This is an optimization exercise on Yosys and OpenROAD, whose aim is small area, a short achievable clock period and few clock cycles per item, not a production implementation.
The RTL was checked by simulation tests, not by an equivalence proof against the original design.

## xdrop_aligner
module xdrop_aligner (
    input  wire clk,
    input  wire rst,
    input  wire start,
    input  wire complement_ref,
    input  wire complement_query,
    input  wire signed [9:0] match,
    input  wire signed [9:0] mismatch,
    input  wire signed [9:0] n_score,
    input  wire signed [9:0] gap_open,
    input  wire signed [9:0] gap_extend,
    input  wire signed [9:0] xdrop,
    input  wire [7:0] ref_len,
    input  wire [7:0] query_len,
    input  wire [7:0] ref_data,
    input  wire [7:0] query_data,
    output wire [7:0] ref_addr,
    output wire [7:0] query_addr,
    output wire busy,
    output wire done,
    output wire xdropped,
    output wire signed [9:0] max_score,
    output wire [7:0] max_ref_idx,
    output wire [7:0] max_query_idx
);
    localparam integer NUM_PE = 16;
    reg signed [5:0] p_match;
    reg signed [5:0] p_mismatch;
    reg signed [5:0] p_n_score;
    reg signed [5:0] p_gap_open;
    reg signed [5:0] p_gap_extend;
    reg [8:0] p_xdrop;
    reg [7:0] p_ref_len;
    reg [4:0] p_query_len;
    always @(posedge clk) begin
        p_match <= match[5:0];
        p_mismatch <= mismatch[5:0];
        p_n_score <= n_score[5:0];
        p_gap_open <= gap_open[5:0];
        p_gap_extend <= gap_extend[5:0];
        p_xdrop <= xdrop[8:0];
        p_ref_len <= ref_len;
        p_query_len <= query_len[4:0];
    end
    wire go;
    wire run;
    reg go1;
    reg go2;
    reg go3;
    reg [2:0] ref_code2;
    wire [2:0] tok0_next2;
    reg [7:0] diag_cnt;
    reg [2:0] tok0;
    reg col0_0;
    wire [2:0] tok0_next;
    wire [2:0] ref_code;
    wire [2:0] q_code;
    wire [4:0] qa;
    wire [NUM_PE*10-1:0] h_col;
    wire [NUM_PE-1:0] cell_valid;
    wire [NUM_PE-1:0] next_valid;
    wire [9:0] best;
    wire [4:0] best_query;
    assign run = busy & ~done;
    always @(posedge clk) begin
        go1 <= go;
        go2 <= go1;
        go3 <= go2;
        diag_cnt <= go ? 8'hfd : diag_cnt + 1'b1;
    end
    assign tok0_next2 = go1 ? 3'd5 : ref_code;
    assign tok0_next = go2 ? 3'd5 : ref_code2;
    always @(posedge clk) begin
        ref_code2 <= {ref_code[2] | ~busy, ref_code[1] | ~busy, ref_code[0]};
        tok0 <= {tok0_next[2] | ~busy, tok0_next[1] | ~busy, tok0_next[0]};
        col0_0 <= go2 & busy;
    end
    align_fsm u_fsm (
  ...
Settings: LEC_CHECK=0, CAP_MARGIN=20, CORE_MARGIN=2, CORE_UTILIZATION=55, SLEW_MARGIN=20; clock period 11.5 ns.
standard.sh (not shown) runs the stock make flow with config.mk's settings and CLKGATE_MAP_FILE= SYNTH_SCRIPT=/design/flow/synth_recipe.tcl, a recipe that flattens the netlist after the stock synthesis.
==> flow/flow/run.sh <==
#!/bin/bash
set -euo pipefail
bash standard.sh SETUP_SLACK_MARGIN=7.5 finish > standard_flow.log 2>&1
Testbench counts at the start, summed over its fixed seeds: cycles 11,946, alignments 320.
==> next run, changes <==
- CORE_UTILIZATION: 55 -> 40
Outcome: The changed run produced a clean layout; final area rises by 0.91%; non-clock buffer count went down by 14; final cell count went up by about 6%.


xdrop_aligner, a different RTL version from the one above (not shown whole).
Size: roughly 12000 cells after synthesis, ~1000 flip-flops.
// xdrop_aligner
module xdrop_aligner (
    input  wire clk,
    input  wire rst,
    input  wire start,
    input  wire complement_ref,
    input  wire complement_query,
    input  wire signed [9:0] match,
    input  wire signed [9:0] mismatch,
    input  wire signed [9:0] n_score,
    input  wire signed [9:0] gap_open,
    input  wire signed [9:0] gap_extend,
    input  wire signed [9:0] xdrop,
    input  wire [7:0] ref_len,
    input  wire [7:0] query_len,
    input  wire [7:0] ref_data,
    input  wire [7:0] query_data,
    output wire [7:0] ref_addr,
    output wire [7:0] query_addr,
    output wire busy,
    output wire done,
    output wire xdropped,
    output wire signed [9:0] max_score,
    output wire [7:0] max_ref_idx,
    output wire [7:0] max_query_idx
);
make LEC_CHECK=0 CAP_MARGIN=20 CORE_MARGIN=2 CORE_UTILIZATION=40 SETUP_SLACK_MARGIN=5 SLEW_MARGIN=20 finish   # period 11.5 ns
run.sh (not shown) runs the stock make flow with config.mk's settings and CLKGATE_MAP_FILE= SYNTH_SCRIPT=/design/flow/synth_recipe.tcl, a recipe that flattens the netlist after the stock synthesis.
Stock flow here: none of the scripts above is used.
Testbench counts at the start, summed over its fixed seeds: cycles 11,626, alignments 320.
Then changed:
SETUP_SLACK_MARGIN = default   (was 5)
Effect: Worst setup slack degrades by 0.044 ns. Sequential share of layout area stays the same. Fmax drops slightly.

==> separate check: timing with driven ports <==
In the flow no input, the clock included, has a driving cell. The finished layouts below were timed again as built, in two steps.
Step 1: set_driving_cell puts a clkbuf_16 on clk and a buf_2 on each other input, an assumption about the parent block.
Step 2 moves the port delays by t, midway between the first and last clock arrival at a register: inputs arrive t later, outputs are due t later. That takes back most of the time a late clock gives input paths.
Three values: ideal, step 1, step 2; two values: the first two.
run	t, ns	setup WS [ns]	worst data-port slew with drivers (ns)
the first run of note 1	0.944	7.558 / 7.489 / 7.279	0.08
the second run of note 1	0.965	7.542 / 7.486 / 7.288	0.10
the first run of note 2	0.891	5.415 / 5.415 / 5.415	0.11
the second run of note 2	0.893	5.372 / 5.372 / 5.372	0.11
After both steps setup and hold are still met in every run listed. For the first run of note 1, which loses most, drivers alone change the setup slack by -0.069 ns; drivers and shift together by -0.279 ns.
